Context: an optimization exercise on an open-source flow, tuned for small area. The choices shown serve that exercise and are no tape-out recipe.
In this exercise RTL edits were held to simulation tests only and were not proved equivalent to the original.
Power figures rest on the tool's default switching activity, not on a simulated workload.

==> pepper: inputs <==
==> flow/design.v <==
module branch_predictor #(
  parameter int unsigned ADDR_W  = 32,
  parameter int unsigned ENTRIES = 64,
  parameter int unsigned TAG_W   = 8,
  parameter int unsigned MODE    = 1,
  parameter int unsigned HIST_W  = 6,
  parameter int unsigned CNT_W   = 16
) (
  input  logic              clk_i,
  input  logic              rst_i,
  input  logic [ADDR_W-1:0] lookup_pc_i,
  output logic              pred_hit_o,
  output logic              pred_taken_o,
  output logic [ADDR_W-1:0] pred_target_o,
  output logic [HIST_W-1:0] pred_hist_o,
  input  logic              update_valid_i,
  input  logic [ADDR_W-1:0] update_pc_i,
  input  logic [HIST_W-1:0] update_hist_i,
  input  logic              update_taken_i,
  input  logic [ADDR_W-1:0] update_target_i,
  input  logic              update_pred_taken_i,
  output logic [CNT_W-1:0]  branch_cnt_o,
  output logic [CNT_W-1:0]  mispred_cnt_o
);
  localparam int unsigned IDX_W = $clog2(ENTRIES);
  logic [ENTRIES-1:0] validQ;
  logic [ENTRIES-1:0][TAG_W-1:0]  tagQ;
  logic [ENTRIES-1:0][ADDR_W-1:0] targetQ;
  logic [ENTRIES-1:0][1:0]        cntQ;
  logic [HIST_W-1:0]  ghrQ;
  logic [CNT_W-1:0]   branchCnt;
  logic [CNT_W-1:0]   mispredCnt;
  logic [IDX_W-1:0]  lookupIdx, updIdx;
  logic [TAG_W-1:0]  lookupTag, updTag;
  logic              lookupHit, lookupTaken, updHit;
  logic [1:0]        updCnt, newCnt;
  logic              updFire, wrTaken, wrCnt;
  assign lookupTag = lookup_pc_i[IDX_W+TAG_W+1:IDX_W+2];
  assign updTag    = update_pc_i[IDX_W+TAG_W+1:IDX_W+2];
  assign lookupIdx = lookup_pc_i[IDX_W+1:2] ^ IDX_W'(ghrQ);
  assign updIdx    = update_pc_i[IDX_W+1:2] ^ IDX_W'(update_hist_i);
  logic [ENTRIES-1:0] lkSel, upSel;
  always_comb begin
    for (int i = 0; i < ENTRIES; i++) begin
      lkSel[i] = (lookupIdx == IDX_W'(i));
      upSel[i] = (updIdx == IDX_W'(i));
    end
  end
  localparam int unsigned RD_W = 1 + TAG_W + ADDR_W + 2;   
  logic [RD_W-1:0][ENTRIES-1:0] colQ;
  for (genvar i = 0; i < ENTRIES; i++) begin : g_col
    logic [RD_W-1:0] ent;
    assign ent = {validQ[i], tagQ[i], targetQ[i], cntQ[i]};
    for (genvar b = 0; b < RD_W; b++) begin : g_b
      assign colQ[b][i] = ent[b];
    end
  end
  logic [RD_W-1:0] lkRd, upRd;
  for (genvar b = 0; b < RD_W; b++) begin : g_rd
    if (b != 0) begin : g_lk
      bp_rdmux #(.N(ENTRIES)) u_lk (.sel_i(lkSel), .d_i(colQ[b]), .y_o(lkRd[b]));
    end else begin : g_lk0
      assign lkRd[b] = 1'b0;
    end
    if (b < 2 || b >= 2 + ADDR_W) begin : g_up
      bp_rdmux #(.N(ENTRIES)) u_up (.sel_i(upSel), .d_i(colQ[b]), .y_o(upRd[b]));
    end else begin : g_up0
      assign upRd[b] = 1'b0;
    end
  end
  logic [ADDR_W-1:0]  lkTarget;
  logic [TAG_W-1:0]   lkTagQ, upTagQ;
  logic               lkValid, lkCnt1, upValid;
  assign {lkValid, lkTagQ, lkTarget, lkCnt1} = lkRd[RD_W-1:1];
  assign upValid = upRd[RD_W-1];
  assign upTagQ  = upRd[RD_W-2 -: TAG_W];
  assign updCnt  = upRd[1:0];
  assign lookupHit   = lkValid && (lkTagQ == lookupTag);
  assign lookupTaken = lookupHit && lkCnt1;
  assign updHit      = upValid && (upTagQ == updTag);
  assign pred_hit_o    = lookupHit;
  assign pred_taken_o  = lookupTaken;
  assign pred_target_o = lookupTaken ? lkTarget
                                     : lookup_pc_i + ADDR_W'(4);
  assign pred_hist_o   = ghrQ;
  assign branch_cnt_o  = branchCnt;
  assign mispred_cnt_o = mispredCnt;
  always_comb begin
    if (!updHit)             newCnt = 2'b10;
    else if (update_taken_i) newCnt = (updCnt == 2'b11) ? 2'b11 : updCnt + 2'd1;
    else                     newCnt = (updCnt == 2'b00) ? 2'b00 : updCnt - 2'd1;
  end
  assign updFire = update_valid_i && rst_i;
  assign wrTaken = updFire && update_taken_i;
  assign wrCnt   = updFire && (updHit || update_taken_i);
  for (genvar i = 0; i < ENTRIES; i++) begin : g_ent
    logic ldTT, ldC;
    assign ldTT = wrTaken && upSel[i];
    assign ldC  = wrCnt && upSel[i];
    logic [TAG_W+ADDR_W-1:0] dTT, qTT;
    assign dTT = {updTag, update_target_i};
    assign {tagQ[i], targetQ[i]} = qTT;
    for (genvar b = 0; b < TAG_W + ADDR_W; b++) begin : g_tt
      bp_store u_bit (.clk_i, .ld_i(ldTT), .keep_i(!ldTT), .d_i(dTT[b]), .q_o(qTT[b]));
    end
    for (genvar b = 0; b < 2; b++) begin : g_cnt
      bp_store u_bit (.clk_i, .ld_i(ldC), .keep_i(!ldC), .d_i(newCnt[b]), .q_o(cntQ[i][b]));
    end
  end
  always_ff @(posedge clk_i) begin
    if (!rst_i) begin
      validQ     <= '0;
      ghrQ       <= '0;
      branchCnt  <= '0;
      mispredCnt <= '0;
    end else if (update_valid_i) begin
      if (update_taken_i) validQ[updIdx] <= 1'b1;
      ghrQ <= HIST_W'({ghrQ, update_taken_i});
      if (branchCnt != '1) branchCnt <= branchCnt + CNT_W'(1);
      if ((update_pred_taken_i != update_taken_i) && (mispredCnt != '1))
        mispredCnt <= mispredCnt + CNT_W'(1);
    end
  end
endmodule
module bp_store (
  input  logic clk_i,
  input  logic ld_i,
  input  logic keep_i,
  input  logic d_i,
  output logic q_o
);
  always_ff @(posedge clk_i) q_o <= (d_i & ld_i) | (q_o & keep_i);
endmodule
module bp_rdmux #(
  parameter int unsigned N = 64
) (
  input  logic [N-1:0] sel_i,
  input  logic [N-1:0] d_i,
  output logic         y_o
);
  localparam int unsigned G = N / 3;
  localparam int unsigned R = N % 3;
  logic [G + (R > 0 ? 1 : 0) - 1:0] termN;
  for (genvar g = 0; g < G; g++) begin : g_aoi
    bp_aoi222 u_aoi (
      .a0_i(sel_i[3*g]),   .b0_i(d_i[3*g]),
      .a1_i(sel_i[3*g+1]), .b1_i(d_i[3*g+1]),
      .a2_i(sel_i[3*g+2]), .b2_i(d_i[3*g+2]),
      .y_o(termN[g]));
  end
  if (R == 1) begin : g_r1
    assign termN[G] = !(sel_i[N-1] && d_i[N-1]);
  end else if (R == 2) begin : g_r2
    assign termN[G] = !((sel_i[N-2] && d_i[N-2]) || (sel_i[N-1] && d_i[N-1]));
  end
  assign y_o = !(&termN);
endmodule
module bp_aoi222 (
  input  logic a0_i, b0_i, a1_i, b1_i, a2_i, b2_i,
  output logic y_o
);
  assign y_o = !((a0_i && b0_i) || (a1_i && b1_i) || (a2_i && b2_i));
endmodule
==> flow/flow/run.sh <==
#!/bin/bash
# Standard ORFS layout with two changes: input/output ports get the smallest
# buffer (buf_1) instead of the resizer's default pick, and clock tree
# synthesis clusters up to 16 sinks per clkbuf_8 leaf buffer without dummy
# balancing loads.
set -euo pipefail
export BUFFER_PORTS_ARGS="-buffer_cell sky130_fd_sc_hd__buf_1"
export CTS_ARGS="-sink_clustering_enable -repair_clock_nets -dont_use_dummy_load -sink_clustering_size 16 -sink_clustering_max_diameter 60 -buf_list {sky130_fd_sc_hd__clkbuf_8}"
bash standard.sh > flow.log 2>&1
==> flow/standard.sh <==
#!/bin/bash
# synth_recipe.tcl (not shown) runs the flow's synth.tcl, then flattens the netlist and writes it again
# the make line also repeats each setting of config.mk as NAME=value (left out here)
make -C /OpenROAD-flow-scripts/flow DESIGN_CONFIG=/design/flow/config.mk WORK_HOME=/design/flow/orfs CLKGATE_MAP_FILE= SYNTH_SCRIPT=/design/flow/synth_recipe.tcl "${@:-finish}"
==> flow/config.mk <==
export PLATFORM = sky130hd
export DESIGN_NAME = branch_predictor
export DESIGN_NICKNAME = branch_predictor
export VERILOG_FILES = /design/flow/design.v
export SDC_FILE = /design/flow/constraint.sdc
export NUM_CORES = 4
export LEC_CHECK = 0
export CAP_MARGIN = 20
export CORE_MARGIN = 2
export CORE_UTILIZATION = 60
export SETUP_SLACK_MARGIN = 0.3
export SLEW_MARGIN = 20
export SYNTH_HIERARCHICAL = 1
==> flow/constraint.sdc <==
create_clock -name core_clock -period 10.0 [get_ports {clk_i}]
set_input_delay 2.0000 -clock core_clock [delete_from_list [all_inputs] [get_ports {clk_i}]]
set_output_delay 2.0000 -clock core_clock [all_outputs]
set_load 0.01 [all_outputs]
==> inputs of onyx, as changes to pepper <==
==> flow/design.v, changed modules only <==
module branch_predictor #(
  parameter int unsigned ADDR_W  = 32,
  parameter int unsigned ENTRIES = 64,
  parameter int unsigned TAG_W   = 8,
  parameter int unsigned MODE    = 1,
  parameter int unsigned HIST_W  = 6,
  parameter int unsigned CNT_W   = 16
) (
  input  logic              clk_i,
  input  logic              rst_i,
  input  logic [ADDR_W-1:0] lookup_pc_i,
  output logic              pred_hit_o,
  output logic              pred_taken_o,
  output logic [ADDR_W-1:0] pred_target_o,
  output logic [HIST_W-1:0] pred_hist_o,
  input  logic              update_valid_i,
  input  logic [ADDR_W-1:0] update_pc_i,
  input  logic [HIST_W-1:0] update_hist_i,
  input  logic              update_taken_i,
  input  logic [ADDR_W-1:0] update_target_i,
  input  logic              update_pred_taken_i,
  output logic [CNT_W-1:0]  branch_cnt_o,
  output logic [CNT_W-1:0]  mispred_cnt_o
);
  localparam int unsigned IDX_W = $clog2(ENTRIES);
  logic [ENTRIES-1:0] validQ;
  logic [TAG_W-1:0]   tagQ    [ENTRIES];
  logic [ADDR_W-1:0]  targetQ [ENTRIES];
  logic [1:0]         cntQ    [ENTRIES];
  logic [HIST_W-1:0]  ghrQ;
  logic [CNT_W-1:0]   branchCnt;
  logic [CNT_W-1:0]   mispredCnt;
  logic [IDX_W-1:0]  lookupIdx, updIdx;
  logic [TAG_W-1:0]  lookupTag, updTag;
  logic              lookupHit, lookupTaken, updHit;
  logic [1:0]        updCnt, newCnt;
  logic              updFire, wrTaken, wrCnt;
  assign lookupTag = lookup_pc_i[IDX_W+TAG_W+1:IDX_W+2];
  assign updTag    = update_pc_i[IDX_W+TAG_W+1:IDX_W+2];
  assign lookupIdx = lookup_pc_i[IDX_W+1:2] ^ IDX_W'(ghrQ);
  assign updIdx    = update_pc_i[IDX_W+1:2] ^ IDX_W'(update_hist_i);
  logic [ENTRIES-1:0] lkSel, upSel;
  logic [ADDR_W-1:0]  lkTarget;
  logic [TAG_W-1:0]   lkTagQ, upTagQ;
  logic               lkValid, lkCnt1, upValid;
  always_comb begin
    lkTarget = '0; lkTagQ = '0; lkValid = 1'b0; lkCnt1 = 1'b0;
    upTagQ = '0; upValid = 1'b0; updCnt = '0;
    for (int i = 0; i < ENTRIES; i++) begin
      lkSel[i] = (lookupIdx == IDX_W'(i));
      upSel[i] = (updIdx == IDX_W'(i));
      lkTarget |= targetQ[i] & {ADDR_W{lkSel[i]}};
      lkTagQ   |= tagQ[i] & {TAG_W{lkSel[i]}};
      lkValid  |= validQ[i] & lkSel[i];
      lkCnt1   |= cntQ[i][1] & lkSel[i];
      upTagQ   |= tagQ[i] & {TAG_W{upSel[i]}};
      upValid  |= validQ[i] & upSel[i];
      updCnt   |= cntQ[i] & {2{upSel[i]}};
    end
  end
  assign lookupHit   = lkValid && (lkTagQ == lookupTag);
  assign lookupTaken = lookupHit && lkCnt1;
  assign updHit      = upValid && (upTagQ == updTag);
  assign pred_hit_o    = lookupHit;
  assign pred_taken_o  = lookupTaken;
  assign pred_target_o = lookupTaken ? lkTarget
                                     : lookup_pc_i + ADDR_W'(4);
  assign pred_hist_o   = ghrQ;
  assign branch_cnt_o  = branchCnt;
  assign mispred_cnt_o = mispredCnt;
  always_comb begin
    if (!updHit)             newCnt = 2'b10;
    else if (update_taken_i) newCnt = (updCnt == 2'b11) ? 2'b11 : updCnt + 2'd1;
    else                     newCnt = (updCnt == 2'b00) ? 2'b00 : updCnt - 2'd1;
  end
  assign updFire = update_valid_i && rst_i;
  assign wrTaken = updFire && update_taken_i;
  assign wrCnt   = updFire && (updHit || update_taken_i);
  always_ff @(posedge clk_i) begin
    for (int i = 0; i < ENTRIES; i++) begin
      if (wrTaken && upSel[i]) begin
        tagQ[i]    <= updTag;
        targetQ[i] <= update_target_i;
      end
      if (wrCnt && upSel[i]) cntQ[i] <= newCnt;
    end
  end
  always_ff @(posedge clk_i) begin
    if (!rst_i) begin
      validQ     <= '0;
      ghrQ       <= '0;
      branchCnt  <= '0;
      mispredCnt <= '0;
    end else if (update_valid_i) begin
      if (update_taken_i) validQ[updIdx] <= 1'b1;
      ghrQ <= HIST_W'({ghrQ, update_taken_i});
      if (branchCnt != '1) branchCnt <= branchCnt + CNT_W'(1);
      if ((update_pred_taken_i != update_taken_i) && (mispredCnt != '1))
        mispredCnt <= mispredCnt + CNT_W'(1);
    end
  end
endmodule
// module bp_store removed
// module bp_rdmux removed
// module bp_aoi222 removed
==> flow/run.sh (new file) <==
#!/bin/bash
# synth_recipe.tcl (not shown) runs the flow's synth.tcl, then flattens the netlist and writes it again
# the make line also repeats each setting of config.mk as NAME=value (left out here)
make -C /OpenROAD-flow-scripts/flow DESIGN_CONFIG=/design/flow/config.mk WORK_HOME=/design/flow/orfs CLKGATE_MAP_FILE= SYNTH_SCRIPT=/design/flow/synth_recipe.tcl finish
--- a/flow/config.mk
+++ b/flow/config.mk
@@ -6,8 +6,8 @@
 export NUM_CORES = 4
 export LEC_CHECK = 0
-export CAP_MARGIN = 20
+export CAP_MARGIN = 0
 export CORE_MARGIN = 2
-export CORE_UTILIZATION = 60
+export CORE_UTILIZATION = 55
+export CTS_BUF_LIST = sky130_fd_sc_hd__clkbuf_4 sky130_fd_sc_hd__clkbuf_8
 export SETUP_SLACK_MARGIN = 0.3
-export SLEW_MARGIN = 20
-export SYNTH_HIERARCHICAL = 1
+export SLEW_MARGIN = 0
removed: flow/flow/run.sh
removed: flow/standard.sh
==> notes.md <==
item	onyx	pepper
Initial Util	55.25%	60.28%
Result of the run	finished with violations	timing/DRC/antenna clean
Violated checks	max-capacitance violations, max-slew violations	-
Synthesized instance count	6799	8135
Max-cap viol count	2	0
Power drawn by the clock network	9.79 mW	5.33 mW
Clock transition at the register clock pins on the worst setup and hold paths after CTS	0.06 ns	0.09 ns
Post-placement setup slack	-0.3211 ns	1.062 ns
Average size of a mapped cell	15.99 sq um	12.18 sq um
Proportion of synthesized area in mux cells	1.217%	0.1225%
Ratio of cells with drive above 1 in the final layout	19.68%	9.085%
Total placed cells including tap cells	9702	10733
Crit path depth	18	15
Global-route met3 utilization	25.06%	18.57%
Final-layout clock buffer total	614	202
Endpoint of the worst hold path	validQ[6]	validQ[33]
Core Region	0.1968 sq mm	0.1644 sq mm
Worst-case clock skew	0.08334 ns	0.09209 ns
Number of pins exceeding their max-slew limit in the final report	28	0
Reg-to-Reg End	cntQ[51][0]	g_ent[8].g_cnt[0].u_bit.q_o
Number of buffers added for setup after CTS	10	0

-- port drivers added, routing unchanged --
No port has a modelled driver above. Below, the same layouts with a new extraction and two added sets of constraints. Step 1 sets driving cells, clkbuf_16 on the clock port and buf_2 on the other inputs (assumed; they add their load-dependent delay and slew). Step 2 times the ports against the registers' clock, not the clock port: input delays grow and output delays shrink by t, the midpoint of the rising clock arrivals with the driver on. a / b / c = ideal / step 1 / step 2; a / b = the first two.
run | t, ns | setup WS [ns] | worst setup path at the end | worst register clock-pin slew, ns
pepper | 1.095 | 0.580 / 0.553 / 0.553 | input to output | 0.11 / 0.11
onyx | 1.209 | 0.111 / 0.089 / 0.089 | input to output | 0.07 / 0.07
The setup slack of pepper, which loses most, moves by -0.027 ns with the drivers and by -0.027 ns with both steps.
